From an optimization exercise on the open Yosys and OpenROAD flow, aimed at small area and a short achievable clock period; shortcuts taken in it are not production practice.
Where RTL was checked, it was by simulation tests only, not by an equivalence proof against the original.
For runs 3 to 7, only the layout was checked, not whether the RTL still works.
No activity file was given, so power comes from the tool's default toggle rates.

### flow/flow/run.sh
#!/bin/bash
# Standard ORFS layout with two changes: ports are buffered with the
# smallest buffer (the resizer still upsizes where timing needs it), and
# repair_timing aims for 7 ns of setup slack, so that the achieved period
# is pushed well below the 10 ns clock.
set -euo pipefail
bash standard.sh 'BUFFER_PORTS_ARGS=-buffer_cell sky130_fd_sc_hd__buf_1' SETUP_SLACK_MARGIN=7 finish > standard_flow.log 2>&1
### flow/constraint.sdc
create_clock -name core_clock -period 10.0 [get_ports {dut_if}]
set_input_delay 2.0000 -clock core_clock [delete_from_list [all_inputs] [get_ports {dut_if}]]
set_output_delay 2.0000 -clock core_clock [all_outputs]
set_load 0.01 [all_outputs]
### flow/design.v
package bmp_pkg;
  localparam int HEADER_WORDS = 14;
  localparam int GROUP_WORDS  = 3;
  localparam int SIZE_LO_WORD = 0;
  localparam int SIZE_HI_WORD = 1;
  typedef logic [31:0] word_t;
  typedef logic [23:0] pixel_t;
  typedef logic [1:0]  mode_t;
  typedef logic [31:0] count_t;
  localparam mode_t MODE_THRESHOLD  = 2'd1;
  localparam mode_t MODE_BRIGHTNESS = 2'd2;
  typedef logic [95:0] pixel_group_t;
endpackage
module bmp_filter
(
  input  logic       dut_if,
  input  logic       reset_ind,
  input  logic       in_valid,
  input  bmp_pkg::word_t      in_data,
  input  bmp_pkg::mode_t      mode,
  input  logic [7:0] proc_val,
  output logic       out_valid,
  output bmp_pkg::word_t      out_data,
  output logic       frame_done
);
  logic [4:0]  s;
  logic [29:0] cnt;       
  logic        lastf;     
  logic        thr;       
  logic        bri;       
  logic [9:0]  pv;        
  logic [31:0] h, t;
  logic        hv, tv;
  logic        h_pix, h_k0, h_k1, h_nx, h_last;
  logic        t_pix, t_k0, t_k1, t_nx, t_last;
  logic        cr;        
  logic        out_last;
  logic pix, s0, s1, s01, last;
  assign pix  = s[4];
  assign s0   = (s == 5'd0);
  assign s1   = (s == 5'd1);
  assign s01  = (s[4:1] == 4'd0);          
  assign last = lastf && !s01;
  always_ff @(posedge dut_if) begin
    if (in_valid && s0) begin
      thr <= (mode == bmp_pkg::MODE_THRESHOLD);
      bri <= (mode == bmp_pkg::MODE_BRIGHTNESS);
      pv  <= {2'b00, proc_val};
    end else if (in_valid && s1 && thr) begin
      pv  <= ~(10'({pv[7:0], 1'b0}) + 10'(pv[7:0]) + 10'd2);
    end
  end
  logic        dec;
  logic [29:0] cnt_dec;
  assign dec = in_valid && !s01;
  always_comb begin
    logic [5:0] bz;
    logic       z;
    bz[0] = 1'b1;
    for (int k = 1; k < 6; k++) bz[k] = bz[k-1] && (cnt[6*(k-1) +: 6] == 6'd0);
    for (int k = 0; k < 5; k++) begin
      z = bz[k];
      for (int i = 0; i < 6; i++) begin
        cnt_dec[6*k+i] = cnt[6*k+i] ^ (dec && z);
        z = z && !cnt[6*k+i];
      end
    end
  end
  always_ff @(posedge dut_if) begin
    cnt[13:0]  <= s0 ? {in_data[7:0], in_data[15:10]} : cnt_dec[13:0];
    cnt[29:14] <= s1 ? {in_data[23:16], in_data[31:24]} : cnt_dec[29:14];
    if (in_valid) lastf <= !s01 && (cnt == 30'd4);
    if (reset_ind) begin
      s <= 5'd0;
    end else if (in_valid) begin
      if (last)                    s <= 5'd0;
      else if (s == 5'd13)         s <= 5'b10000;
      else if (pix && s[1])        s <= 5'b10000;
      else                         s <= s + 5'd1;
    end
  end
  logic [1:0] n, held;
  logic       pop, h_ld, t_ld;
  assign n     = 2'(hv) + 2'(tv);
  assign held  = pix ? s[1:0] : 2'd0;
  assign pop   = hv && ((n > held) || (pix && s[1] && in_valid));
  assign h_ld  = pop || !hv;
  assign t_ld  = h_ld || !tv;
  always_ff @(posedge dut_if) begin
    if (h_ld) begin
      h <= t;
      {h_pix, h_k0, h_k1, h_nx, h_last} <= {t_pix, t_k0, t_k1, t_nx, t_last};
    end
    if (t_ld) begin
      t <= in_data;
      {t_pix, t_k0, t_k1, t_nx, t_last} <=
        {pix, pix && s[1:0] == 2'd0, pix && s[0], pix && !s[1] && !last, last};
    end
    if (reset_ind) begin
      hv <= 1'b0;
      tv <= 1'b0;
    end else begin
      if (h_ld) hv <= tv;
      if (t_ld) tv <= in_valid;
    end
  end
  function automatic logic over(input logic [7:0] x, input logic [7:0] y,
                                input logic [7:0] z, input logic [9:0] k);
    logic [9:0] s1, c1, s2, c2;
    logic [10:0] tt;
    s1 = {2'b00, x ^ y ^ z};
    c1 = {1'b0, (x & y) | (x & z) | (y & z), 1'b0};
    s2 = s1 ^ c1 ^ k;
    c2 = (s1 & c1) | (s1 & k) | (c1 & k);
    tt = 11'(s2) + {c2, 1'b0};
    over = tt[10];
  endfunction
  logic [7:0] h3, h2, h1, h0, x3, x2;
  logic       u1, u2;
  assign {h3, h2, h1, h0} = h;
  assign x3 = h_nx ? t[31:24] : 8'd0;
  assign x2 = h_nx ? t[23:16] : 8'd0;
  assign u1 = over(h3, h2, h1, pv);
  assign u2 = over(h0, h_k0 ? x3 : h1, h_k0 ? x2 : (h_k1 ? x3 : h2), pv);
  logic [7:0]  pe;
  logic [31:0] odata;
  assign pe = (bri && h_pix) ? pv[7:0] : 8'd0;
  always_comb begin
    for (int j = 0; j < 4; j++) begin
      logic [8:0] sum;
      sum = 9'(h[8*j +: 8]) + 9'(pe);
      if (sum[8] != pe[7]) odata[8*j +: 8] = {8{sum[8]}};
      else                 odata[8*j +: 8] = sum[7:0];
    end
    if (thr && h_pix)
      odata = {{8{h_k0 ? u1 : cr}}, {8{h_k0 ? u1 : (h_k1 ? cr : u2)}},
               {8{h_k0 ? u1 : u2}}, {8{u2}}};
  end
  always_ff @(posedge dut_if) begin
    out_data <= odata;
    out_last <= h_last;
    if (pop) cr <= u2;
    if (reset_ind) begin
      out_valid  <= 1'b0;
      frame_done <= 1'b0;
    end else begin
      out_valid  <= pop;
      frame_done <= out_valid && out_last;
    end
  end
endmodule
### flow/standard.sh
#!/bin/bash
# synth_recipe.tcl (not shown) runs the flow's synth.tcl, then flattens the netlist and writes it again
# the make line also repeats each setting of config.mk as NAME=value (left out here)
make -C /OpenROAD-flow-scripts/flow DESIGN_CONFIG=/design/flow/config.mk WORK_HOME=/design/flow/orfs CLKGATE_MAP_FILE= SYNTH_SCRIPT=/design/flow/synth_recipe.tcl "${@:-finish}"
### flow/config.mk
export PLATFORM = sky130hd
export DESIGN_NAME = bmp_filter
export DESIGN_NICKNAME = bmp_filter
export VERILOG_FILES = /design/flow/design.v
export SDC_FILE = /design/flow/constraint.sdc
export NUM_CORES = 4
export LEC_CHECK = 0
export ABC_CLOCK_PERIOD_IN_PS = 2500
export CAP_MARGIN = 20
export CORE_MARGIN = 2
export CORE_UTILIZATION = 40
export SLEW_MARGIN = 20
==> results of run 1 <==
-- sequential cells by signal (all words and copies together) (netlist names), 5 cells and up --
signal / count
pv: 10
s: 5
t: 32
cnt: 30
out_data: 32
h: 32
-- where the power goes --
part | internal (mW) | switching [mW]
Clock | 0.346 | 0.279
Sequential | 0.797 | 0.0962
Combinational | 0.327 | 0.371
-- cell type report --
type	instances	area [um^2]
clock buffer	17	425.4
clock inverter	15	135.1
fill	2005	11050
sequential	160	4064
inverter	66	251.5
timing repair buffer	110	649.4
multi-input combinational	621	5037
tap	280	350.3
-- worst max-delay path: cells and delay by family (launching register included) --
| family | cells | cell delay (ns) |
|---|---|---|
| DFF | 1 | 0.49 |
| adders and majority gates | 3 | 1.23 |
| and+or+nand+nor | 3 | 0.46 |
| AOI/OAI and AO/OA | 6 | 0.81 |
| buffers and inverters | 3 | 0.27 |
-- through the flow --
stage          cells  setup slack (ns)  instance area [um^2]  utilization  power (mW)
2_1_floorplan    873             6.696                  9198            -       1.344
3_3_place_gp    1207             5.988                  9726       0.4429       1.496
3_5_place_dp    1207             5.916                  9726       0.4429       1.508
4_1_cts         1267             6.705                 10750       0.4897       2.212
5_1_grt         1269             6.537                 10910       0.4970       2.365
6_report        1269             6.658                 10910       0.4970       2.217
-- metal layers --
metal | share of wire | up-vias
met1 | 0.46 | 3076
met2 | 0.47 | 157
met5 | 0 | -
met4 | 0.022 | 0
li1 | - | 3291
met3 | 0.044 | 27
-- kinds of logic after synthesis --
| kind of cell | count (synthesis) |
|---|---|
| AND/OR/NAND/NOR | 238 |
| AO/OA/AOI/OAI | 220 |
| flip-flops | 160 |
| adder cells (fa/ha/maj) | 114 |
| buffers and inverters | 93 |
| XOR/XNOR | 44 |
| multiplexers | 4 |
-- placed cells by master (no fill, tap or decap), types with 5 or more instances in the layout --
cell type   n
nand2_2     9
xnor2_1    28
clkbuf_16  18
and3_1      8
nand2b_1    7
o31ai_1     5
nand2_1    73
a21o_1      9
nor2_1     50
o21a_1     13
a21oi_1    46
inv_1      59
edfxtp_1   86
buf_4      16
fa_1       33
nor3_1      8
buf_6      12
o21ai_2    17
buf_1      77
nor2b_1    15
o21ai_1    36
nand3_1    12
o211ai_1    7
and2_1      6
dfxtp_1    74
xor2_1     14
a211oi_1    7
inv_2       6
ha_1       67
o21ai_0    43
maj3_1      8
-- final timing paths --
check	startpoint	endpoint	slack, ns	cells after the start
worst min-delay path	h_last	out_last	0.34	0
worst max register to register	h_k1	out_data[11]	6.66	15
worst max-delay path	h_k1	out_data[11]	6.66	15
worst min register to register	h_last	out_last	0.34	0
-- repair_timing --
item	in CTS	in global routing
cloned	2	0
pin swaps	27	20
endpoints found under the setup margin	95	116
resized for setup	60	36
setup buffers	26	2
==> impl_metrics.yaml, run 1 <==
setup_path:
  path_cells: "and2_4, a21oi_4, o21ai_2, fa_1, inv_1, fa_1, inv_2, ha_4, nand4_1, a221oi_2, o21ai_2, nor2_1, o21ai_2, buf_6, o21ai_1"
  startpoint_type: "flop"
  critPathSlowestCell: "fa_1"
  endpoint_kind: "flop"
  slowest_delay_ns: 0.51
  cp_data_required_time_ns: 10.35
  cp_common_cell: "o21ai_2"
  cp_max_fo: 8
  arrival_ns: 3.69
  critPathKind: "flop to flop"
synthesis:
  synth_top_area_cell: "edfxtp_1"
  ys_top_cells_by_count: "o21ai_0, edfxtp_1, nand2_1, dfxtp_1, ha_1"
  async_flop_share: 0
  synthSimpleGateAreaFrac: 0.1317
  synthMuxAreaShare: 0.004990
  yosys_register_bits: 160
  synth.distinct_cells: 58
  synthTopCellsByArea: "edfxtp_1, dfxtp_1, ha_1"
  synth_top_cell_area_share: 0.2861
  synth_edf_count: 86
  avgSynthCellArea_um2: 10.34
  synth_compound_gate_area_share: 0.1459
  yosys.area_share.adder: 0.1849
  mappedNetlistNets: 1024
  synth_cells: 873
  synth_xor_area_frac: 0.04269
  synth_top_flop_cell: "edfxtp_1"
  ys_warn_count: 1
  synth.cell_area_um2: 9027
  synth.most_common_cell: "o21ai_0"
  synth_top_family_by_area: "adder cells"
  synth-seq-area-share: 0.4502
floorplanning:
  num_rows: 54
  fp.dieW_um: 154.2
  die_area_um2: 23790
  initial_utilization: 0.4111
  io_pins: 79
  die_y_um: 154.2
  coreArea_um2: 21960
sta:
  worstMarginPinSlew_ns: 0.7782
  finalCritPeriodShare: 0.3342
  grt_setup_unrepaired: "true"
  setup_tns_ns: 0
  setup_violations: 0
  clock.fmax_ghz: 0.2992
  fin_crit_ns: 3.342
  hold_violations: 0
  slew_viol_final: 0
  hold_slack_ns: 0.3416
  fin_skew_ns: 0.01211
  max-slew-margin-rel: 0.4768
global_route:
  grt_pass1_vias: 6372
  grt.met3_usage: 0.03699
  grt_max_degree: 39
  antenna_found_initial: 0
  grt-busiest-layer: "met2"
  grtUsageMet1: 0.2406
  overflow: 0
  gr-usage-met2: 0.3058
  grt_first_pass_wirelength_um: 33980
  grtUsageTotal: 0.1847
status:
  status: "timing/DRC/antenna clean"
routing:
  dr.pass1.iters: 5
  wl_per_cell_um: 16.70
  viasPerCell: 5.162
  drt_drc_violations_left: 0
  routed_wl_um: 21190
  drtIter0Drc: 396
  ant_nets: 0
  via_count: 6551
layout:
  area_growth_pct: 20.89
  n_antenna_cell: 0
  nets: 1127
  drive_above_1_share: 0.1567
cts:
  cts_root_buf: "clkbuf_16"
  cts_buffers: 17
  cts_max_path_buffers: 2
  cts_tree: "done"
  htreeDepth: 4
  clk_pin_slew_worst_paths_ns: 0.06
  clock_latency_ns: 0.43
  postCtsHoldBufs: 0
  clkSinkCount: 160
placement:
  hpwl_um: 15590
  place.gp.congestion: 0.8771
  port_buffers: 78
pwr:
  vdd_drop_max_mv: 0.1419
  p_leak_nw: 4.459
  powerDensity_nw_per_um2: 203.2
hold_path:
  hp-class: "flop to flop"
run:
  drv_cap: 0
==> run 2: changes to the inputs <==
--- a/flow/config.mk
+++ b/flow/config.mk
@@ -9,4 +9,5 @@
 export CAP_MARGIN = 20
 export CORE_MARGIN = 2
 export CORE_UTILIZATION = 40
+export CTS_BUF_LIST = sky130_fd_sc_hd__clkbuf_4 sky130_fd_sc_hd__clkbuf_8
 export SLEW_MARGIN = 20
==> run 2 against run 1 <==
Net effect: combinational power shrank 4.2%; register-to-register slack is essentially flat; fmax is essentially flat; core utilization shrank 1.5 points; sequential share of layout area grew 1.1 points; clock power shrank 27%; flip-flop and latch count is the same; sequential power is essentially flat.
==> impl_metrics.yaml, run 2 <==
routing:
  viasPerCell: 5.166
  dr.pass1.iters: 5
  drtIter0Drc: 397
  wl_per_cell_um: 16.46
  drt_drc_violations_left: 0
  ant_nets: 0
  via_count: 6530
  routed_wl_um: 20810
cts:
  cts_buffers: 17
  clock_latency_ns: 0.47
  htreeDepth: 4
  postCtsHoldBufs: 0
  clk_pin_slew_worst_paths_ns: 0.09
  clkSinkCount: 160
  cts_max_path_buffers: 2
  cts_tree: "done"
  cts_root_buf: "clkbuf_8"
layout:
  nets: 1122
  final_area_um2: 10590
  layout.cells.non_filler: 1264
  reg_top3: "h: 32 flops, out_data: 32 flops, t: 32 flops"
  n_antenna_cell: 0
  final_util: 0.4824
  mostFrequentLayoutCells: "edfxtp_1, nand2_1, dfxtp_1, buf_1, ha_1"
  drive_above_1_share: 0.1443
  final_common_cell: "edfxtp_1"
  area_growth_pct: 17.34
global_route:
  grt_max_degree: 39
  grt_first_pass_wirelength_um: 33440
  overflow: 0
  grtUsageTotal: 0.1812
  antenna_found_initial: 0
  grt_pass1_vias: 6257
synthesis:
  synth_top_flop_cell: "edfxtp_1"
  synth_edf_count: 86
  avgSynthCellArea_um2: 10.34
  synth.distinct_cells: 58
  synthTopCellsByArea: "edfxtp_1, dfxtp_1, ha_1"
  synth.most_common_cell: "o21ai_0"
  ys_warn_count: 1
  synth_cells: 873
  async_flop_share: 0
  yosys_register_bits: 160
  mappedNetlistNets: 1024
  synth_top_area_cell: "edfxtp_1"
  synth.cell_area_um2: 9027
  ys_top_cells_by_count: "o21ai_0, edfxtp_1, nand2_1, dfxtp_1, ha_1"
  synth-seq-area-share: 0.4502
  synth_top_cell_area_share: 0.2861
floorplanning:
  coreArea_um2: 21960
  die_area_um2: 23790
  fp.dieW_um: 154.2
  initial_utilization: 0.4111
  die_y_um: 154.2
  io_pins: 79
  num_rows: 54
sta:
  setup_tns_ns: 0
  hold_slack_ns: 0.3470
  fin_skew_ns: 0.01709
  max-slew-margin-rel: 0.4758
  setup_violations: 0
  finalWorstSetupSlack_ns: 6.656
  grt_setup_unrepaired: "true"
  finalCritPeriodShare: 0.3344
  fin_crit_ns: 3.344
  worstMarginPinSlew_ns: 0.7797
  clock.fmax_ghz: 0.2990
  hold_violations: 0
  slew_viol_final: 0
pwr:
  powerDensity_nw_per_um2: 190.3
  p_int_mw: 1.308
  p_leak_nw: 4.330
  comb_power_share: 0.332
  p_sw_frac: 0.3511
  p_total_mw: 2.015
  switching_power_uw: 707.6
  seq_power_share: 0.442
  p_clk_frac: 0.226
  vdd_drop_max_mv: 0.1070
setup_path:
  endpoint_kind: "flop"
  cp_data_required_time_ns: 10.39
  arrival_ns: 3.74
  critPathKind: "flop to flop"
  cp_max_fo: 8
  rrSetupSlack_ns: 6.66
  startpoint_type: "flop"
placement:
  dp_cells: 1207
  place_ws_ns: 5.916
  port_buffers: 78
  place_area_um2: 9726
  place.gp.congestion: 0.8771
  hpwl_um: 15590
run:
  drv_cap: 0
hold_path:
  hp-class: "flop to flop"
status:
  status: "timing/DRC/antenna clean"
## run 2: cell counts after synthesis
Identical to the previous run, type by type.
## run 2: timing repair
item                                    CTS  global route
resized for setup                        45            34
setup buffers                            20             2
gates cloned                              2             1
endpoints found under the setup margin   94           143
pin swaps                                18            14
## run 2: power groups by stage
stage,sequential (mW),combinational (mW),clock [mW]
6_report,0.891,0.669,0.455
5_1_grt,0.904,0.770,0.494
4_1_cts,0.890,0.658,0.470
3_5_place_dp,0.907,0.602,0
3_3_place_gp,0.907,0.589,0
2_1_floorplan,0.884,0.459,0
## run 2: final timing paths
kind	start	endpoint	depth (start not counted)
min	h_last	out_last	0
max	h_k1	out_data[17]	15
max reg2reg	h_k1	out_data[17]	15
min reg2reg	h_last	out_last	0
## run 2: routing by layer
metal | vias up | global-route usage | share of wire
li1 | 3286 | - | -
met1 | 3069 | 0.2387 | 0.46
met2 | 147 | 0.3015 | 0.47
met3 | 28 | 0.03699 | 0.045
met4 | 0 | 0.05652 | 0.019
met5 | - | 0 | 0
## run 2: area by class of cell
| type | count | area, um^2 |
|---|---|---|
| clock buffers | 17 | 234.0 |
| fillers | 2044 | 11370 |
| repair buffers | 104 | 578.1 |
| flip-flops and latches | 160 | 4064 |
| clock inverters | 15 | 135.1 |
| well taps | 280 | 350.3 |
| inverters | 66 | 251.5 |
| multi-input cells | 622 | 4980 |
## run 2: cells by family after synthesis
logic type,count (synthesis),synth area share
simple gates,238,0.1317
compound gates,220,0.1459
flops,160,0.4502
fa+ha+maj,114,0.1849
buf+inv,93,0.03964
xor+xnor,44,0.04269
mux,4,0.004989
## run 2: worst max-delay path, cell delays in order, from the launching register on
cell and delay [ns]:
edfxtp_1 0.49, and2_4 0.25, a21oi_2 0.12, o21ai_1 0.08, fa_1 0.49, inv_1 0.05
fa_1 0.49, inv_1 0.05, ha_1 0.27, nand4_1 0.10, a221oi_2 0.29, o21ai_2 0.13
o21ai_2 0.13, a22oi_2 0.07, buf_6 0.18, o21ai_1 0.08
==> run 3: changes to the inputs <==
--- a/flow/design.v
+++ b/flow/design.v
@@ -86,13 +86,28 @@
   assign pop   = hv && ((n > held) || (pix && s[1] && in_valid));
   assign h_ld  = pop || !hv;
   assign t_ld  = h_ld || !tv;
+  logic [7:0] b3, b2, b1, b0, k;
+  logic [31:0] tin;
+  logic       tp0, tp1, tp2;
+  assign {b3, b2, b1, b0} = in_data;
+  assign k   = pv[7:0];
+  assign tp0 = thr && pix && s[1:0] == 2'd0;
+  assign tp1 = thr && pix && s[0];
+  assign tp2 = thr && pix && s[1];
+  always_comb begin
+    tin = in_data;
+    if (tp0) tin[31:16] = {b3 ^ b2 ^ b1, (b3 & b2) | (b3 & b1) | (b2 & b1)};
+    if (tp1) tin[31:16] = {b3 ^ b2 ^ k,  (b3 & b2) | (b3 & k)  | (b2 & k)};
+    if (tp1) tin[15:0]  = {b1 ^ b0 ^ k,  (b1 & b0) | (b1 & k)  | (b0 & k)};
+    if (tp2) tin[15:0]  = {b2 ^ b1 ^ b0, (b2 & b1) | (b2 & b0) | (b1 & b0)};
+  end
   always_ff @(posedge dut_if) begin
     if (h_ld) begin
       h <= t;
       {h_pix, h_k0, h_k1, h_nx, h_last} <= {t_pix, t_k0, t_k1, t_nx, t_last};
     end
     if (t_ld) begin
-      t <= in_data;
+      t <= tin;
       {t_pix, t_k0, t_k1, t_nx, t_last} <=
         {pix, pix && s[1:0] == 2'd0, pix && s[0], pix && !s[1] && !last, last};
     end
@@ -104,24 +119,26 @@
       if (t_ld) tv <= in_valid;
     end
   end
-  function automatic logic over(input logic [7:0] x, input logic [7:0] y,
-                                input logic [7:0] z, input logic [9:0] k);
-    logic [9:0] s1, c1, s2, c2;
+  function automatic logic ge1024(input logic [9:0] x, input logic [9:0] y,
+                                  input logic [9:0] z);
+    logic [9:0]  s1, c1;
     logic [10:0] tt;
-    s1 = {2'b00, x ^ y ^ z};
-    c1 = {1'b0, (x & y) | (x & z) | (y & z), 1'b0};
-    s2 = s1 ^ c1 ^ k;
-    c2 = (s1 & c1) | (s1 & k) | (c1 & k);
-    tt = 11'(s2) + {c2, 1'b0};
-    over = tt[10];
+    s1 = x ^ y ^ z;
+    c1 = (x & y) | (x & z) | (y & z);
+    tt = 11'(s1) + {c1, 1'b0};
+    ge1024 = tt[10];
   endfunction
-  logic [7:0] h3, h2, h1, h0, x3, x2;
-  logic       u1, u2;
-  assign {h3, h2, h1, h0} = h;
+  logic [9:0] nl;
+  logic [7:0] x3, xs, xc, z;
+  logic       ua, ub, ul;
+  assign nl = pv;
   assign x3 = h_nx ? t[31:24] : 8'd0;
-  assign x2 = h_nx ? t[23:16] : 8'd0;
-  assign u1 = over(h3, h2, h1, pv);
-  assign u2 = over(h0, h_k0 ? x3 : h1, h_k0 ? x2 : (h_k1 ? x3 : h2), pv);
+  assign xs = h_nx ? t[31:24] : nl[7:0];
+  assign xc = h_nx ? t[23:16] : 8'd0;
+  assign z  = h_k1 ? x3 : nl[7:0];
+  assign ua = ge1024(10'(h[31:24]), {1'b0, h[23:16], 1'b0}, nl);
+  assign ub = ge1024({nl[9:8], h[7:0]}, 10'(xs), {1'b0, xc, 1'b0});
+  assign ul = ge1024({nl[9:8], h[15:8]}, {1'b0, h[7:0], 1'b0}, 10'(z));
   logic [7:0]  pe;
   logic [31:0] odata;
   assign pe = (bri && h_pix) ? pv[7:0] : 8'd0;
@@ -133,13 +150,13 @@
       else                 odata[8*j +: 8] = sum[7:0];
     end
     if (thr && h_pix)
-      odata = {{8{h_k0 ? u1 : cr}}, {8{h_k0 ? u1 : (h_k1 ? cr : u2)}},
-               {8{h_k0 ? u1 : u2}}, {8{u2}}};
+      odata = {{8{h_k0 ? ua : cr}}, {8{h_k0 ? ua : (h_k1 ? cr : ul)}},
+               {8{h_k0 ? ua : ul}}, {8{h_k0 ? ub : ul}}};
   end
   always_ff @(posedge dut_if) begin
     out_data <= odata;
     out_last <= h_last;
-    if (pop) cr <= u2;
+    if (pop) cr <= h_k0 ? ub : ul;
     if (reset_ind) begin
       out_valid  <= 1'b0;
       frame_done <= 1'b0;
==> run 3 against run 2 <==
Net effect: sequential share of layout area is 3.4 points lower; critical path depth is 7 lower; clock-buffer cell count is 1 higher; register-to-register slack better by 0.43 ns; sequential power is 2% lower; largest power group unchanged.
==> impl_metrics.yaml, run 3 <==
synthesis:
  mappedNetlistNets: 1168
  synth_cells: 985
  synth_top_area_cell: "edfxtp_1"
  synth.cell_area_um2: 10050
  ys_top_cells_by_count: "o21ai_0, nand2_1, edfxtp_1, ha_1, dfxtp_1"
  synth.distinct_cells: 54
  async_flop_share: 0
  ys_warn_count: 1
  synth_edf_count: 86
  synth_top_flop_cell: "edfxtp_1"
  avgSynthCellArea_um2: 10.20
  synth-seq-area-share: 0.4044
  synth_top_cell_area_share: 0.2570
  yosys_register_bits: 160
  synthTopCellsByArea: "edfxtp_1, dfxtp_1, fa_1"
  synth.most_common_cell: "o21ai_0"
hold_path:
  hold_depth: 0
  hp-start: "h_last"
  min_to: "out_last"
  hp-class: "flop to flop"
setup_path:
  r2r_end: "out_data[0]"
  cp_num_buf_inv: 3
  cp_data_required_time_ns: 10.42
  cp_max_fo: 6
  path_cells: "buf_1, buf_6, nand2b_4, or3_4, or2_4, buf_4, xor2_1, o21ai_0"
  critPathKind: "input port to flop"
  arrival_ns: 3.44
  rrSetupSlack_ns: 7.09
  r2r_cells: 10
  critPathSlowestCell: "or3_4"
  path_delay_family: "simple AND/OR/NAND/NOR gates"
  crit_path_start: "in_valid"
  slowest_delay_ns: 0.41
  startpoint_type: "input port"
  endpoint_kind: "flop"
  rr_startpoint: "h_nx"
placement:
  place.gp.congestion: 0.8499
  place_ws_ns: 6.072
  hpwl_um: 18280
  place_area_um2: 10730
  port_buffers: 78
pwr:
  switching_power_uw: 762.2
  p_int_mw: 1.307
  powerDensity_nw_per_um2: 177.8
  p_clk_frac: 0.223
  p_sw_frac: 0.3684
  vdd_drop_max_mv: 0.07657
  comb_power_share: 0.355
  p_leak_nw: 4.763
  seq_power_share: 0.422
cts:
  clkSinkCount: 160
  cts_buffers: 17
  cts_max_path_buffers: 2
  clock_latency_ns: 0.49
  htreeDepth: 4
  clk_pin_slew_worst_paths_ns: 0.10
  postCtsHoldBufs: 0
  cts_root_buf: "clkbuf_8"
  cts_tree: "done"
sta:
  setup_tns_ns: 0
  max-slew-margin-rel: 0.3427
  finalWorstSetupSlack_ns: 6.982
  fin_skew_ns: 0.01528
  hold_violations: 0
  worstMarginPinSlew_ns: 0.9859
  finalCritPeriodShare: 0.3018
  clock.fmax_ghz: 0.3314
  slew_viol_final: 0
  fin_crit_ns: 3.018
  grt_setup_unrepaired: "true"
  hold_slack_ns: 0.3717
  setup_violations: 0
floorplanning:
  io_pins: 79
  coreArea_um2: 24890
  initial_utilization: 0.4037
  num_rows: 58
  die_area_um2: 26410
  die_y_um: 162.5
  fp.dieW_um: 162.5
layout:
  mostFrequentLayoutCells: "nand2_1, o21ai_0, edfxtp_1, ha_1, dfxtp_1"
  nets: 1265
  reg_top3: "h: 32 flops, out_data: 32 flops, t: 32 flops"
  area_growth_pct: 15.79
  final_util: 0.4675
  drive_above_1_share: 0.1224
  nFillCells: 2332
  n_antenna_cell: 0
  final_common_cell: "nand2_1"
  final_area_um2: 11640
global_route:
  antenna_found_initial: 0
  grtUsageTotal: 0.1950
  grt_first_pass_wirelength_um: 38990
  grt_max_degree: 49
  grt_pass1_vias: 7175
  overflow: 0
routing:
  wl_per_cell_um: 17.45
  routed_wl_um: 24870
  dr.pass1.iters: 5
  viasPerCell: 5.159
  via_count: 7352
  drt_drc_violations_left: 0
  ant_nets: 0
  drtIter0Drc: 495
run:
  drv_cap: 0
status:
  status: "timing/DRC/antenna clean"
## run 3: cell types whose count changed after synthesis, sizes merged, moves of 8 or more
cell | before | now
nand2 | 85 | 99
nand3 | 13 | 24
mux2i | 0 | 37
o21ai | 96 | 110
ha | 71 | 80
fa | 35 | 58
maj3 | 8 | 0
nor3 | 13 | 22
## run 3: cell type report
| class | instances | area, um^2 | share of cell area |
|---|---|---|---|
| inverters | 68 | 255.2 | 0.02194 |
| flip-flops and latches | 160 | 4064 | 0.3492 |
| repair buffers | 113 | 629.4 | 0.05409 |
| clock buffers | 18 | 241.5 | 0.02075 |
| multi-input cells | 722 | 5907 | 0.5076 |
| well taps | 330 | 412.9 | 0.03548 |
| clock inverters | 14 | 126.4 | 0.01086 |
## run 3: repair_timing
| action | CTS | global route |
|---|---|---|
| pin swaps | 1 | 18 |
| cloned | 1 | 1 |
| gates resized for setup | 18 | 48 |
| setup endpoints to repair | 125 | 92 |
| setup buffers | 19 | 12 |
## run 3: through the flow
step	power (mW)	std cells
floorplan	1.343	985
global placement	1.522	1360
global route	2.218	1425
detailed placement	1.537	1360
CTS	2.046	1412
finish	2.069	1425
## run 3: logic make-up after synthesis
logic type | synth area share
compound gates | 0.1346
xor+xnor | 0.03747
fa+ha+maj | 0.2151
buf+inv | 0.03934
flops | 0.4044
mux | 0.03909
simple gates | 0.1300
## run 3: layer usage
metal / vias to the layer above / wire (um) / GRT usage
met1: 3491 / 11300 / 0.2541
li1: 3679 / - / -
met4: 0 / 414 / 0.05149
met3: 29 / 1045 / 0.03794
met5: - / 0 / 0
met2: 153 / 12110 / 0.3335
## run 3: how the worst max path moves through the flow
stage / to / slack (ns) / cells past startpoint
2_1_floorplan: cnt[11] / 6.66 / 8
3_3_place_gp: cnt[24] / 6.10 / 8
3_5_place_dp: cnt[24] / 6.07 / 8
4_1_cts: pv[1] / 6.93 / 5
5_1_grt: out_data[22] / 6.93 / 12
6_report: cnt[9] / 6.98 / 8
## run 3: power by group through the flow
stage / clock [mW] / combinational [mW] / sequential (mW)
detailed placement: 0 / 0.611 / 0.926
global placement: 0 / 0.597 / 0.925
finish: 0.461 / 0.735 / 0.873
floorplan: 0 / 0.457 / 0.886
global route: 0.496 / 0.839 / 0.883
CTS: 0.471 / 0.702 / 0.873
==> run 4: changes to the inputs <==
--- a/flow/design.v
+++ b/flow/design.v
@@ -52,7 +52,6 @@
   end
   logic        dec;
   logic [29:0] cnt_dec;
-  assign dec = in_valid && !s01;
   always_comb begin
     logic [5:0] bz;
     logic       z;
@@ -67,9 +66,10 @@
     end
   end
   always_ff @(posedge dut_if) begin
+    dec <= in_valid && !s01;
     cnt[13:0]  <= s0 ? {in_data[7:0], in_data[15:10]} : cnt_dec[13:0];
     cnt[29:14] <= s1 ? {in_data[23:16], in_data[31:24]} : cnt_dec[29:14];
-    if (in_valid) lastf <= !s01 && (cnt == 30'd4);
+    if (in_valid) lastf <= !s01 && (cnt[29:3] == 27'd0) && (cnt[2:0] == {2'b10, dec});
     if (reset_ind) begin
       s <= 5'd0;
     end else if (in_valid) begin
@@ -80,12 +80,14 @@
     end
   end
   logic [1:0] n, held;
-  logic       pop, h_ld, t_ld;
-  assign n     = 2'(hv) + 2'(tv);
-  assign held  = pix ? s[1:0] : 2'd0;
-  assign pop   = hv && ((n > held) || (pix && s[1] && in_valid));
-  assign h_ld  = pop || !hv;
-  assign t_ld  = h_ld || !tv;
+  logic       pop_now, pop_in, pop, h_ld, t_ld;
+  assign n       = 2'(hv) + 2'(tv);
+  assign held    = pix ? s[1:0] : 2'd0;
+  assign pop_now = hv && (n > held);
+  assign pop_in  = hv && pix && s[1];
+  assign pop     = pop_now || (pop_in && in_valid);
+  assign h_ld    = pop_now || !hv || (pop_in && in_valid);
+  assign t_ld    = pop_now || !hv || !tv || (pop_in && in_valid);
   logic [7:0] b3, b2, b1, b0, k;
   logic [31:0] tin;
   logic       tp0, tp1, tp2;
==> run 4 against run 3 <==
Net effect: core utilization down 0.50 points; total power grew 2.5%; combinational power grew 3.1%; still clean on timing, DRC and antenna; highest routed layer unchanged; clock power rose by 5.0%; worst setup slack better by 0.040 ns; sequential power grew 0.5%; largest cell class unchanged; register-to-register slack got worse by 0.07 ns.
==> impl_metrics.yaml, run 4 <==
synthesis:
  yosys_register_bits: 161
  synth_edf_count: 86
  synth.cell_area_um2: 10240
  synth.distinct_cells: 63
  ys_warn_count: 1
  synth_top_area_cell: "edfxtp_1"
  ys_top_cells_by_count: "o21ai_0, nand2_1, edfxtp_1, ha_1, dfxtp_1"
  async_flop_share: 0
  synth_top_flop_cell: "edfxtp_1"
  synthTopCellsByArea: "edfxtp_1, dfxtp_1, fa_1"
  mappedNetlistNets: 1181
  synth_top_cell_area_share: 0.2522
  avgSynthCellArea_um2: 10.26
  synth-seq-area-share: 0.3988
  synth_cells: 998
  synth.most_common_cell: "o21ai_0"
setup_path:
  cp_max_fo: 8
  critPathKind: "flop to flop"
  critPathSlowestCell: "edfxtp_1"
  startpoint_type: "flop"
  arrival_ns: 3.32
  rrSetupSlack_ns: 7.02
  path_cells: "buf_4, mux2i_2, fa_1, inv_1, ha_4, a211o_1, a21oi_2, o21ai_2, a2111oi_4, or3_4, o311ai_2"
  rr_startpoint: "h_nx"
  r2r_end: "out_data[4]"
  cp_data_required_time_ns: 10.34
  r2r_cells: 11
  slowest_delay_ns: 0.51
  endpoint_kind: "flop"
floorplanning:
  initial_utilization: 0.4067
  coreArea_um2: 25180
  fp.dieW_um: 164.0
  die_area_um2: 26900
  io_pins: 79
  num_rows: 58
  die_y_um: 164.0
layout:
  mostFrequentLayoutCells: "o21ai_0, nand2_1, edfxtp_1, ha_1"
  final_common_cell: "o21ai_0"
  nFillCells: 2410
  n_antenna_cell: 0
  area_growth_pct: 13.72
  nets: 1274
  reg_top3: "h: 32 flops, out_data: 32 flops, t: 32 flops"
  drive_above_1_share: 0.1105
global_route:
  grtUsageMet1: 0.2553
  antenna_found_initial: 0
  grt_pass1_vias: 7356
  overflow: 0
  grt_first_pass_wirelength_um: 39440
  grt.met3_usage: 0.03763
  gr-usage-met2: 0.3100
  grt-busiest-layer: "met2"
  grt_max_degree: 49
  grtUsageTotal: 0.1927
routing:
  viasPerCell: 5.245
  wl_per_cell_um: 17.31
  drtIter0Drc: 408
  via_count: 7522
  drt_drc_violations_left: 0
  routed_wl_um: 24820
  dr.pass1.iters: 6
  ant_nets: 0
hold_path:
  hold_depth: 0
  hp-start: "h_last"
  hp-class: "flop to flop"
  min_to: "out_last"
cts:
  cts_max_path_buffers: 2
  cts_root_buf: "clkbuf_8"
  clkSinkCount: 161
  htreeDepth: 4
  clk_pin_slew_worst_paths_ns: 0.10
  cts_tree: "done"
  cts_buffers: 17
  clock_latency_ns: 0.47
  postCtsHoldBufs: 0
pwr:
  vdd_drop_max_mv: 0.08077
  comb_power_share: 0.358
  powerDensity_nw_per_um2: 182.0
  seq_power_share: 0.414
  p_clk_frac: 0.228
  p_sw_frac: 0.3616
  p_int_mw: 1.353
  p_leak_nw: 4.764
  switching_power_uw: 766.6
sta:
  fin_skew_ns: 0.01956
  slew_viol_final: 0
  finalCritPeriodShare: 0.2978
  hold_violations: 0
  fin_crit_ns: 2.978
  setup_violations: 0
  hold_slack_ns: 0.3660
  grt_setup_unrepaired: "true"
  clock.fmax_ghz: 0.3358
  max-slew-margin-rel: 0.3295
  setup_tns_ns: 0
  worstMarginPinSlew_ns: 1.006
placement:
  place.gp.congestion: 0.8335
  port_buffers: 78
  hpwl_um: 18540
status:
  status: "timing/DRC/antenna clean"
run:
  drv_cap: 0
==> run 4: changes by cell type after synthesis, moves of 4 or more <==
cell      previous run  this run
o21bai_1             3        10
o211ai_1            11         5
a211o_1              0         4
nand3_1             24        18
a21oi_1             47        52
nor3_1              19         7
o41ai_1              5         0
nand2b_1             4         8
nand2_1             99        92
a31oi_1              5        10
o21ai_1              5        12
o311ai_0             9         2
o21ai_0            104       110
maj3_1               0         4
==> run 4: power by group through the flow <==
stage / Combinational (mW) / Sequential (mW) / Clock, mW
2_1_floorplan: 0.471 / 0.892 / 0
3_3_place_gp: 0.621 / 0.924 / 0
3_5_place_dp: 0.640 / 0.926 / 0
4_1_cts: 0.706 / 0.881 / 0.496
5_1_grt: 0.859 / 0.890 / 0.523
6_report: 0.758 / 0.877 / 0.484
==> run 4: final cells by class <==
cell class | count | area (um^2) | area share
clock inverter | 13 | 143.9 | 0.01235
sequential | 161 | 4085 | 0.3508
multi-input combinational | 735 | 5952 | 0.5111
inverter | 65 | 244.0 | 0.02095
clock buffer | 19 | 255.2 | 0.02192
tap | 330 | 412.9 | 0.03545
timing repair buffer | 111 | 553.0 | 0.04749
==> run 4: critical path, delay by kind of cell (launching register included) <==
family	cells	cell delay, ns
AO/OA/AOI/OAI	5	1.01
adder cells (fa/ha/maj)	2	0.63
flip-flops	1	0.51
buffers and inverters	2	0.27
AND/OR/NAND/NOR	1	0.24
multiplexers	1	0.20
==> run 4: what timing repair did <==
action | 4_1_cts | 5_1_grt
endpoints found under the setup margin | 100 | 29
setup buffers | 19 | 12
pin swaps | 5 | 9
resized for setup | 17 | 30
==> run 4: cell families after synthesis <==
kind of cell               after synthesis  synth area share
AOI/OAI and AO/OA                      253            0.1443
xor gates and xnor gates                48           0.04105
adders and majority gates              142            0.2150
buffers and inverters                  102           0.03861
DFF                                    161            0.3988
muxes                                   39           0.03836
and+or+nand+nor                        253            0.1239
==> run 4: how the worst max path moves through the flow <==
stage | start | endpoint | slack [ns] | cells after the start
6_report | h_nx | out_data[4] | 7.02 | 11
5_1_grt | h_nx | out_data[7] | 6.90 | 11
4_1_cts | h_nx | out_data[4] | 6.93 | 11
3_5_place_dp | in_valid | pv[3] | 6.22 | 4
3_3_place_gp | in_valid | pv[1] | 6.29 | 4
2_1_floorplan | h_nx | out_data[4] | 7.01 | 13
==> run 4: through the flow <==
stage                     utilization  power [mW]  area [um^2]  worst slack, ns  instances
after floorplan                     -       1.363        10280            7.005        998
after global placement         0.4309       1.545        10850            6.286       1371
after detailed placement       0.4309       1.566        10850            6.225       1371
after CTS                      0.4543       2.084        11440            6.933       1422
after global routing           0.4625       2.271        11650            6.904       1434
final                          0.4625       2.120        11650            7.022       1434
==> run 4: metal layers <==
metal	up-vias	wire [um]	share of wire
met4	0	725	0.029
met1	3613	11440	0.46
li1	3728	-	-
met2	150	11590	0.47
met3	31	1060	0.043
met5	-	0	0
==> run 5: changes to the inputs <==
==> flow/flow/run.sh (replaced) <==
#!/bin/bash
# Standard ORFS layout with two changes: ports are buffered with the
# smallest buffer (the resizer still upsizes where timing needs it), and
# repair_timing aims for 6.8 ns of setup slack, so that the achieved period
# is pushed well below the 10 ns clock.
set -euo pipefail
bash standard.sh 'BUFFER_PORTS_ARGS=-buffer_cell sky130_fd_sc_hd__buf_1' SETUP_SLACK_MARGIN=6.8 finish > standard_flow.log 2>&1
==> run 5 against run 4 <==
Net effect: cell area is 1.8% lower; critical path depth did not move; via count shrank 1.5%; still clean on timing, DRC and antenna; total power fell by 3.4%; core utilization fell by 0.84 points; clock-buffer cell count unchanged; synthesized cell count unchanged; clock skew is 0.0045 ns lower; flip-flop and latch count unchanged; clock power is 4.8% lower.
==> impl_metrics.yaml, run 5 <==
setup_path:
  rr_startpoint: "h_nx"
  rrSetupSlack_ns: 6.90
  arrival_ns: 3.43
  endpoint_kind: "flop"
  crit_path_end: "out_data[4]"
  startpoint_type: "flop"
  cp.depth: 11
  critPathKind: "flop to flop"
  path_cells: "buf_4, mux2i_1, fa_1, inv_1, ha_1, a211o_1, a21oi_1, o21ai_2, a2111oi_4, or3_4, o311ai_0"
  cp_data_required_time_ns: 10.33
  critPathSlowestCell: "fa_1"
  cp_num_buf_inv: 2
  path_delay_family: "compound AO/OA/AOI/OAI gates"
  cp_max_fo: 8
  slowest_delay_ns: 0.51
  r2r_cells: 11
  crit_path_start: "h_nx"
  r2r_end: "out_data[4]"
floorplanning:
  fp.dieW_um: 164.0
  coreArea_um2: 25180
  num_rows: 58
  initial_utilization: 0.4067
  io_pins: 79
  die_y_um: 164.0
  die_area_um2: 26900
pwr:
  vdd_drop_max_mv: 0.07156
  p_leak_nw: 4.659
  powerDensity_nw_per_um2: 179.1
global_route:
  grt_max_degree: 49
  grt_first_pass_wirelength_um: 38980
  grt_pass1_vias: 7075
  overflow: 0
  antenna_found_initial: 0
  grtUsageTotal: 0.1910
routing:
  wl_per_cell_um: 17.34
  routed_wl_um: 24650
  viasPerCell: 5.211
  ant_nets: 0
  dr.pass1.iters: 4
  drt_drc_violations_left: 0
  via_count: 7410
  drtIter0Drc: 416
cts:
  cts_buffers: 17
  cts_max_path_buffers: 2
  clk_pin_slew_worst_paths_ns: 0.10
  htreeDepth: 4
  postCtsHoldBufs: 0
  clkSinkCount: 161
  cts_root_buf: "clkbuf_8"
  cts_tree: "done"
  clock_latency_ns: 0.48
synthesis:
  synth_top_area_cell: "edfxtp_1"
  synth-seq-area-share: 0.3988
  synth.cell_area_um2: 10240
  synth_cells: 998
  synth_edf_count: 86
  synth_top_flop_cell: "edfxtp_1"
  yosys_register_bits: 161
  ys_top_cells_by_count: "o21ai_0, nand2_1, edfxtp_1, ha_1, dfxtp_1"
  synth.distinct_cells: 63
  synthTopCellsByArea: "edfxtp_1, dfxtp_1, fa_1"
  mappedNetlistNets: 1181
  synth_top_cell_area_share: 0.2522
  async_flop_share: 0
  avgSynthCellArea_um2: 10.26
  ys_warn_count: 1
  synth.most_common_cell: "o21ai_0"
layout:
  nets: 1262
  layout.cells.non_filler: 1422
  area_growth_pct: 11.66
  nFillCells: 2419
  mostFrequentLayoutCells: "o21ai_0, nand2_1, edfxtp_1, ha_1, buf_1"
  final_util: 0.4541
  reg_top3: "h: 32 flops, out_data: 32 flops, t: 32 flops"
  final_common_cell: "o21ai_0"
  drive_above_1_share: 0.07692
  n_antenna_cell: 0
sta:
  setup_violations: 0
  finalWorstSetupSlack_ns: 6.900
  finalCritPeriodShare: 0.3100
  clock.fmax_ghz: 0.3226
  setup_tns_ns: 0
  fin_crit_ns: 3.100
  grt_setup_unrepaired: "true"
  fin_skew_ns: 0.01510
  slew_viol_final: 0
  worstMarginPinSlew_ns: 1.008
  max-slew-margin-rel: 0.3283
  hold_violations: 0
placement:
  place.gp.congestion: 0.8729
  dp_cells: 1371
  port_buffers: 78
  place_ws_ns: 6.069
  hpwl_um: 18440
status:
  status: "timing/DRC/antenna clean"
hold_path:
  hp-class: "flop to flop"
run:
  drv_cap: 0
## run 5: changes by cell type in the layout (fill, tap and decap cells not counted), sizes merged
cell,before,now
nand3,18,19
bufinv,1,0
clkbuf,21,20
clkinvlp,1,3
clkinv,4,3
buf,109,97
## run 5: kinds of logic after synthesis
| group | synth area share |
|---|---|
| xor gates and xnor gates | 0.04105 |
| and+or+nand+nor | 0.1239 |
| DFF | 0.3988 |
| AOI/OAI and AO/OA | 0.1443 |
| adders and majority gates | 0.2150 |
| buffers and inverters | 0.03861 |
| muxes | 0.03836 |
## run 5: worst min-delay path by stage
stage / startpoint / end / slack [ns] / cells past startpoint
after floorplan: h_last / out_last / 0.32 / 0
after global placement: h_last / out_last / 0.38 / 0
after detailed placement: h_last / out_last / 0.37 / 0
after CTS: h_last / out_last / 0.40 / 0
after global routing: h_last / out_last / 0.40 / 0
final: h_last / out_last / 0.40 / 0
## run 5: what timing repair did
item                                    CTS  global route
endpoints found under the setup margin   65            98
gates cloned                              0             1
buffers inserted                         14             4
pin swaps                                 0             3
resized for setup                         5            14
## run 5: through the flow
stage	area (um^2)	hold slack, ns	total power, mW
finish	11430	0.3985	2.048
global route	11430	0.3989	2.212
CTS	11320	0.4031	2.048
detailed placement	10830	0.3651	1.564
global placement	10830	0.3808	1.542
floorplan	10260	0.3233	1.361
## run 5: per-layer routing
| layer | routed length [um] | global-route usage |
|---|---|---|
| met5 | 0 | 0 |
| met4 | 575 | 0.05901 |
| met3 | 1022 | 0.04015 |
| met2 | 11310 | 0.3029 |
| met1 | 11740 | 0.2628 |
## run 5: area by class of cell
| cell class | instances | area (um^2) | area share |
|---|---|---|---|
| clock buffer | 19 | 249.0 | 0.02177 |
| tap | 330 | 412.9 | 0.03611 |
| clock inverter | 13 | 117.6 | 0.01029 |
| inverter | 65 | 244.0 | 0.02134 |
| timing repair buffer | 98 | 444.2 | 0.03884 |
| multi-input combinational | 736 | 5883 | 0.5145 |
| sequential | 161 | 4084 | 0.3572 |
## run 5: where the power goes
group,internal (mW),switching [mW],total [mW]
Sequential,0.801,0.0844,0.885
Clock,0.186,0.275,0.461
Combinational,0.306,0.396,0.702
==> run 6: changes to the inputs <==
--- a/flow/design.v
+++ b/flow/design.v
@@ -98,10 +98,10 @@
   assign tp2 = thr && pix && s[1];
   always_comb begin
     tin = in_data;
-    if (tp0) tin[31:16] = {b3 ^ b2 ^ b1, (b3 & b2) | (b3 & b1) | (b2 & b1)};
-    if (tp1) tin[31:16] = {b3 ^ b2 ^ k,  (b3 & b2) | (b3 & k)  | (b2 & k)};
-    if (tp1) tin[15:0]  = {b1 ^ b0 ^ k,  (b1 & b0) | (b1 & k)  | (b0 & k)};
-    if (tp2) tin[15:0]  = {b2 ^ b1 ^ b0, (b2 & b1) | (b2 & b0) | (b1 & b0)};
+    if (tp0) tin = {b0, b2, b3 ^ b2 ^ b1, (b3 & b2) | (b3 & b1) | (b2 & b1)};
+    if (tp1) tin = {b3 ^ b2 ^ k, (b3 & b2) | (b3 & k) | (b2 & k),
+                    b1 ^ b0 ^ k, (b1 & b0) | (b1 & k) | (b0 & k)};
+    if (tp2) tin[15:0] = {b2 ^ b1 ^ b0, (b2 & b1) | (b2 & b0) | (b1 & b0)};
   end
   always_ff @(posedge dut_if) begin
     if (h_ld) begin
@@ -132,14 +132,13 @@
   endfunction
   logic [9:0] nl;
   logic [7:0] x3, xs, xc, z;
-  logic       ua, ub, ul;
+  logic       ub, ul;
   assign nl = pv;
   assign x3 = h_nx ? t[31:24] : 8'd0;
   assign xs = h_nx ? t[31:24] : nl[7:0];
   assign xc = h_nx ? t[23:16] : 8'd0;
   assign z  = h_k1 ? x3 : nl[7:0];
-  assign ua = ge1024(10'(h[31:24]), {1'b0, h[23:16], 1'b0}, nl);
-  assign ub = ge1024({nl[9:8], h[7:0]}, 10'(xs), {1'b0, xc, 1'b0});
+  assign ub = ge1024({nl[9:8], h[31:24]}, 10'(xs), {1'b0, xc, 1'b0});
   assign ul = ge1024({nl[9:8], h[15:8]}, {1'b0, h[7:0], 1'b0}, 10'(z));
   logic [7:0]  pe;
   logic [31:0] odata;
@@ -152,8 +151,8 @@
       else                 odata[8*j +: 8] = sum[7:0];
     end
     if (thr && h_pix)
-      odata = {{8{h_k0 ? ua : cr}}, {8{h_k0 ? ua : (h_k1 ? cr : ul)}},
-               {8{h_k0 ? ua : ul}}, {8{h_k0 ? ub : ul}}};
+      odata = {{8{h_k0 ? ul : cr}}, {8{h_k1 ? cr : ul}}, {8{ul}},
+               {8{h_k0 ? ub : ul}}};
   end
   always_ff @(posedge dut_if) begin
     out_data <= odata;
==> flow/flow/run.sh (replaced) <==
#!/bin/bash
# Standard ORFS layout with two changes: ports are buffered with the
# smallest buffer (the resizer still upsizes where timing needs it), and
# repair_timing aims for 7 ns of setup slack, so that the achieved period
# is pushed well below the 10 ns clock.
set -euo pipefail
bash standard.sh 'BUFFER_PORTS_ARGS=-buffer_cell sky130_fd_sc_hd__buf_1' SETUP_SLACK_MARGIN=7 finish > standard_flow.log 2>&1
==> run 6 against run 5 <==
Net effect: synthesized cell count down 2.6%; non-clock buffer count up 16; die area down 2.6%; core utilization up 2.0 points; critical endpoint is now out_data[24]; largest cell class unchanged; highest routed layer unchanged.
==> impl_metrics.yaml, run 6 <==
run:
  drv_cap: 0
cts:
  clkSinkCount: 161
  cts_buffers: 17
  cts_tree: "done"
  htreeDepth: 4
  cts_root_buf: "clkbuf_8"
  cts_max_path_buffers: 2
  clk_pin_slew_worst_paths_ns: 0.10
  clock_latency_ns: 0.47
layout:
  n_antenna_cell: 0
  reg_top3: "h: 32 flops, out_data: 32 flops, t: 32 flops"
  drive_above_1_share: 0.1624
  multiInputGateArea_um2: 5846
  mostFrequentLayoutCells: "nand2_1, edfxtp_1, dfxtp_1, o21ai_0, nor2_1"
  register_area_um2: 4084
  final_common_cell: "nand2_1"
  area_growth_pct: 16.07
  nFillCells: 2300
  nets: 1238
synthesis:
  synth.cell_area_um2: 9966
  async_flop_share: 0
  ys_warn_count: 1
  synth_top_area_cell: "edfxtp_1"
  synth_top_cell_area_share: 0.2591
  mappedNetlistNets: 1139
  ys_top_cells_by_count: "o21ai_0, nand2_1, edfxtp_1, dfxtp_1"
  synth.distinct_cells: 64
  synth-seq-area-share: 0.4098
  yosys_register_bits: 161
  synth_cells: 972
  avgSynthCellArea_um2: 10.25
  synth_edf_count: 86
  synthTopCellsByArea: "edfxtp_1, dfxtp_1, fa_1"
  synth.most_common_cell: "o21ai_0"
  synth_top_flop_cell: "edfxtp_1"
floorplanning:
  coreArea_um2: 24390
  die_area_um2: 26190
  num_rows: 57
  initial_utilization: 0.4086
  fp.dieW_um: 161.8
  die_y_um: 161.8
  io_pins: 79
routing:
  wl_per_cell_um: 17.20
  via_count: 7370
  dr.pass1.iters: 4
  drt_drc_violations_left: 0
  ant_nets: 0
  routed_wl_um: 24220
  drtIter0Drc: 408
  viasPerCell: 5.234
sta:
  worstMarginPinSlew_ns: 0.9436
  fin_crit_ns: 3.084
  clock.fmax_ghz: 0.3242
  finalWorstSetupSlack_ns: 6.916
  finalCritPeriodShare: 0.3084
  setup_violations: 0
  fin_skew_ns: 0.01476
  slew_viol_final: 0
  grt_setup_unrepaired: "true"
  hold_violations: 0
  setup_tns_ns: 0
  max-slew-margin-rel: 0.3710
placement:
  hpwl_um: 17710
  place_ws_ns: 6.407
  port_buffers: 78
  place.gp.congestion: 0.8484
setup_path:
  arrival_ns: 3.48
  startpoint_type: "flop"
  cp_data_required_time_ns: 10.40
  critPathKind: "flop to flop"
  endpoint_kind: "flop"
  cp_max_fo: 8
pwr:
  p_leak_nw: 4.761
  powerDensity_nw_per_um2: 172.2
  vdd_drop_max_mv: 0.08339
global_route:
  grt_pass1_vias: 7121
  grtUsageTotal: 0.1893
  grt_first_pass_wirelength_um: 38140
  grt_max_degree: 57
  grt-busiest-layer: "met2"
  gr-usage-met2: 0.3077
  grt.met3_usage: 0.03524
  overflow: 0
  grtUsageMet1: 0.2556
  antenna_found_initial: 0
status:
  status: "timing/DRC/antenna clean"
hold_path:
  hp-class: "flop to flop"
==> run 6: layer usage <==
| layer | wire, um | up-vias |
|---|---|---|
| met5 | 0 | - |
| met2 | 11320 | 169 |
| met3 | 1128 | 38 |
| met1 | 11140 | 3505 |
| met4 | 637 | 0 |
| li1 | - | 3658 |
==> run 6: kinds of logic after synthesis <==
logic type | Yosys count | synth area share
and+or+nand+nor | 259 | 0.1235
AOI/OAI and AO/OA | 244 | 0.1514
DFF | 161 | 0.4098
adders and majority gates | 127 | 0.1966
buffers and inverters | 96 | 0.03741
xor gates and xnor gates | 45 | 0.03955
muxes | 40 | 0.04168
==> run 6: area by class of cell <==
type                    instances  area share
clock buffers                  17     0.02023
clock inverters                15     0.01147
inverters                      62     0.02044
multi-input cells             715      0.5054
flip-flops and latches        161      0.3531
well taps                     324     0.03505
repair buffers                114     0.05441
==> run 6: repair_timing <==
action | in CTS | in global routing
buffers inserted | 21 | 12
endpoints found under the setup margin | 37 | 56
resized for setup | 15 | 104
pin swaps | 2 | 20
hold buffers | 0 | 0
==> run 6: final timing paths <==
path	startpoint	end	slack [ns]	cells past startpoint
worst max-delay path	h_nx	out_data[24]	6.92	12
worst min register to register	h_last	out_last	0.34	0
worst min-delay path	h_last	out_last	0.34	0
worst max register to register	h_nx	out_data[24]	6.92	12
==> run 6: worst max-delay path: stages, from the launching register on <==
cell and delay [ns]:
edfxtp_1 0.52, buf_6 0.17, nand3_2 0.06, o21ai_2 0.07, fa_1 0.49, ha_4 0.30, nand2_2 0.04, a2111o_1 0.40
a211oi_4 0.28, buf_6 0.14, nor2_4 0.04, a211o_4 0.41, o21ai_1 0.10
==> run 6: per-stage QoR <==
stage / instances / power [mW] / hold WS (ns) / area [um^2] / util
2_1_floorplan: 972 / 1.260 / 0.3233 / 10000 / -
3_3_place_gp: 1343 / 1.410 / 0.3362 / 10580 / 0.4339
3_5_place_dp: 1343 / 1.422 / 0.3406 / 10580 / 0.4339
4_1_cts: 1396 / 1.917 / 0.3401 / 11160 / 0.4574
5_1_grt: 1408 / 2.128 / 0.3606 / 11570 / 0.4742
6_report: 1408 / 1.992 / 0.3360 / 11570 / 0.4742
==> run 6: where the power goes <==
part           switching [mW]  leakage, nW  internal, mW  total (mW)
Combinational           0.357         3.04         0.300       0.657
Clock                   0.268        0.182         0.199       0.467
Sequential             0.0709         1.53         0.797       0.868
Total                   0.696         4.76          1.30        1.99
==> run 7: changes to the inputs <==
==> flow/flow/run.sh (replaced) <==
#!/bin/bash
# Standard ORFS layout with two changes: ports are buffered with the
# smallest buffer (the resizer still upsizes where timing needs it), and
# repair_timing aims for 7.1 ns of setup slack, so that the achieved period
# is pushed well below the 10 ns clock.
set -euo pipefail
bash standard.sh 'BUFFER_PORTS_ARGS=-buffer_cell sky130_fd_sc_hd__buf_1' SETUP_SLACK_MARGIN=7.1 finish > standard_flow.log 2>&1
==> run 7 against run 6 <==
Net effect: largest cell class unchanged; core utilization increased by 1.6 points; clock-buffer cell count increased by 1; cell area increased by 3.3%; area after synthesis unchanged; clock skew increased by 0.0045 ns; synthesized cell count unchanged; worst setup slack improved by 0.034 ns.
==> impl_metrics.yaml, run 7 <==
routing:
  drt_drc_violations_left: 0
  via_count: 7494
  routed_wl_um: 25380
  viasPerCell: 5.255
  wl_per_cell_um: 17.80
  dr.pass1.iters: 5
  drtIter0Drc: 411
  ant_nets: 0
setup_path:
  cp_data_required_time_ns: 10.38
  r2r_cells: 13
  arrival_ns: 3.43
  critPathSlowestCell: "fa_1"
  path_cells: "buf_6, buf_6, nand3_4, o21ai_2, fa_1, ha_4, nand2_2, a2111o_1, a211oi_4, o311ai_2, buf_4, or2_4, o21ai_2"
  cp.depth: 13
  rrSetupSlack_ns: 6.95
  critPathKind: "flop to flop"
  startpoint_type: "flop"
  cp_num_buf_inv: 3
  r2r_end: "out_data[1]"
  rr_startpoint: "h_k1"
  slowest_delay_ns: 0.48
  path_delay_family: "compound AO/OA/AOI/OAI gates"
  crit_path_start: "h_k1"
  endpoint_kind: "flop"
  cp_max_fo: 6
layout:
  reg_top3: "h: 32 flops, out_data: 32 flops, t: 32 flops"
  register_area_um2: 4095
  area_growth_pct: 19.91
  n_antenna_cell: 0
  nets: 1256
  mostFrequentLayoutCells: "nand2_1, edfxtp_1, nor2_1, ha_1, dfxtp_1"
  nFillCells: 2268
  multiInputGateArea_um2: 5917
  final_util: 0.4899
  final_common_cell: "nand2_1"
  drive_above_1_share: 0.2250
sta:
  hold_violations: 0
  worstMarginPinSlew_ns: 1.030
  fin_skew_ns: 0.01922
  max-slew-margin-rel: 0.3135
  finalCritPeriodShare: 0.3051
  setup_tns_ns: 0
  setup_violations: 0
  fin_crit_ns: 3.051
  grt_setup_unrepaired: "true"
  slew_viol_final: 0
  clock.fmax_ghz: 0.3278
synthesis:
  synth-seq-area-share: 0.4098
  synth.most_common_cell: "o21ai_0"
  synthTopCellsByArea: "edfxtp_1, dfxtp_1, fa_1"
  synth_cells: 972
  async_flop_share: 0
  yosys_register_bits: 161
  ys_top_cells_by_count: "o21ai_0, nand2_1, edfxtp_1, dfxtp_1"
  synth_edf_count: 86
  synth_top_flop_cell: "edfxtp_1"
  synth.cell_area_um2: 9966
  synth.distinct_cells: 64
  synth_top_cell_area_share: 0.2591
  synth_top_area_cell: "edfxtp_1"
  mappedNetlistNets: 1139
  ys_warn_count: 1
  avgSynthCellArea_um2: 10.25
cts:
  clock_latency_ns: 0.47
  cts_max_path_buffers: 2
  clk_pin_slew_worst_paths_ns: 0.10
  cts_tree: "done"
  clkSinkCount: 161
  cts_root_buf: "clkbuf_8"
  cts_buffers: 17
  postCtsHoldBufs: 0
  htreeDepth: 4
hold_path:
  hp-class: "flop to flop"
  min_to: "out_last"
  hp-start: "h_last"
  hold_depth: 0
global_route:
  grt_first_pass_wirelength_um: 39060
  grt_max_degree: 57
  grt_pass1_vias: 7272
  overflow: 0
  grtUsageTotal: 0.1950
  antenna_found_initial: 0
floorplanning:
  coreArea_um2: 24390
  die_y_um: 161.8
  initial_utilization: 0.4086
  die_area_um2: 26190
  fp.dieW_um: 161.8
  io_pins: 79
  num_rows: 57
placement:
  port_buffers: 78
  place.gp.congestion: 0.8379
  hpwl_um: 18420
run:
  drv_cap: 0
pwr:
  p_leak_nw: 4.988
  vdd_drop_max_mv: 0.08815
  powerDensity_nw_per_um2: 170.2
status:
  status: "timing/DRC/antenna clean"
## run 7: changes by cell type in the layout (fill, tap and decap cells not counted), moves of 9 or more
cell / delta
dfxtp_1: -9
o21ai_1: +10
fa_1: -15
dfxtp_2: +9
buf_2: +32
clkbuf_2: -26
buf_6: +9
o21ai_0: -11
buf_4: +24
buf_1: -29
fa_2: +15
## run 7: through the flow
stage	area, um^2	hold WS [ns]	total power [mW]	instances	setup slack [ns]
2_1_floorplan	10070	0.3233	1.263	972	6.945
3_3_place_gp	10650	0.3581	1.426	1343	6.261
3_5_place_dp	10650	0.3545	1.434	1343	6.209
4_1_cts	11570	0.3787	1.980	1415	7.005
5_1_grt	11950	0.3957	2.167	1426	6.863
6_report	11950	0.3675	2.034	1426	6.949
## run 7: area by class of cell
cell class                      instances  share of cell area
Clock buffer                           18             0.02021
Clock inverter                         14             0.01215
Inverter                               62             0.01979
Multi-Input combinational cell        716              0.4951
Sequential cell                       161              0.3427
Tap cell                              324             0.03392
Timing Repair Buffer                  131             0.07612
## run 7: how the worst max path moves through the flow
stage	endpoint
after floorplan	t[10]
after global placement	pv[1]
after detailed placement	pv[3]
after CTS	out_data[17]
after global routing	out_data[17]
final	out_data[1]
## run 7: logic make-up (layout without fill, tap and decap cells)
| group | Yosys count | in the layout | share of synthesized area |
|---|---|---|---|
| flip-flops | 161 | 161 | 0.4098 |
| multiplexers | 40 | 40 | 0.04168 |
| adder cells (fa/ha/maj) | 127 | 127 | 0.1966 |
| XOR/XNOR | 45 | 45 | 0.03955 |
| buffers and inverters | 96 | 225 | 0.03741 |
| AO/OA/AOI/OAI | 244 | 244 | 0.1514 |
| AND/OR/NAND/NOR | 259 | 260 | 0.1235 |
## run 7: layer usage
| metal | part of all wire | GRT usage |
|---|---|---|
| met1 | 0.45 | 0.2612 |
| met2 | 0.47 | 0.3193 |
| met3 | 0.045 | 0.03064 |
| met4 | 0.028 | 0.07482 |
| met5 | 0 | 0 |
## run 7: repair_timing
action | in CTS | in global routing
pin swaps | 4 | 21
cloned | 0 | 1
resized for setup | 110 | 87
buffers inserted | 40 | 10
endpoints found under the setup margin | 174 | 115
## run 7: worst reg2reg max path, cell delays in order (launching register included)
cell,delay (ns)
edfxtp_1,0.41
buf_6,0.16
buf_6,0.13
nand3_4,0.06
o21ai_2,0.06
fa_1,0.48
ha_4,0.28
nand2_2,0.04
a2111o_1,0.39
a211oi_4,0.37
o311ai_2,0.12
buf_4,0.18
or2_4,0.25
o21ai_2,0.06
## run 7: report_power, final
part | internal [mW] | switching (mW) | total (mW) | leakage, nW
clock network | 0.209 | 0.274 | 0.483 | 0.204
logic | 0.320 | 0.362 | 0.682 | 3.25
registers | 0.798 | 0.0711 | 0.869 | 1.53
total | 1.33 | 0.708 | 2.03 | 4.99

separate check: timing with driven ports:
How much do the figures lean on ideal ports? The routed layouts below were timed once more, with nothing changed but the port constraints.
Step 1 (the two cells are an assumption about what drives the block):
set clk [get_ports {dut_if}]
set_driving_cell -lib_cell sky130_fd_sc_hd__clkbuf_16 $clk
set_driving_cell -lib_cell sky130_fd_sc_hd__buf_2 [delete_from_list [all_inputs] $clk]
Step 2 times the ports against the registers' clock, not the clock port: input delays grow and output delays shrink by t, the midpoint of the rising clock arrivals with the driver on.
Three values: ideal ports, drivers, drivers and shift; two values: the first two.
run	t, ns	slack for setup (ns)	latest minus earliest clock arrival (ns)	slew at the worst register clock pin (ns)	cell pins on the clock port's net
run 1	0.473	6.658 / 6.658 / 6.517	0.012 / 0.012	0.07 / 0.07	1
run 2	0.500	6.656 / 6.656 / 6.493	0.018 / 0.017	0.09 / 0.09	1
run 3	0.517	6.982 / 7.000 / 6.483	0.015 / 0.016	0.10 / 0.10	1
run 4	0.506	7.022 / 7.022 / 6.613	0.024 / 0.025	0.11 / 0.11	1
run 5	0.510	6.900 / 6.900 / 6.482	0.016 / 0.015	0.10 / 0.10	1
run 6	0.502	6.916 / 6.916 / 6.591	0.016 / 0.016	0.10 / 0.10	1
run 7	0.504	6.949 / 6.949 / 6.608	0.023 / 0.023	0.11 / 0.11	1
After both steps every run listed still meets setup and hold. For run 3, which loses most, drivers alone change the setup slack by +0.018 ns; drivers and shift together by -0.499 ns.
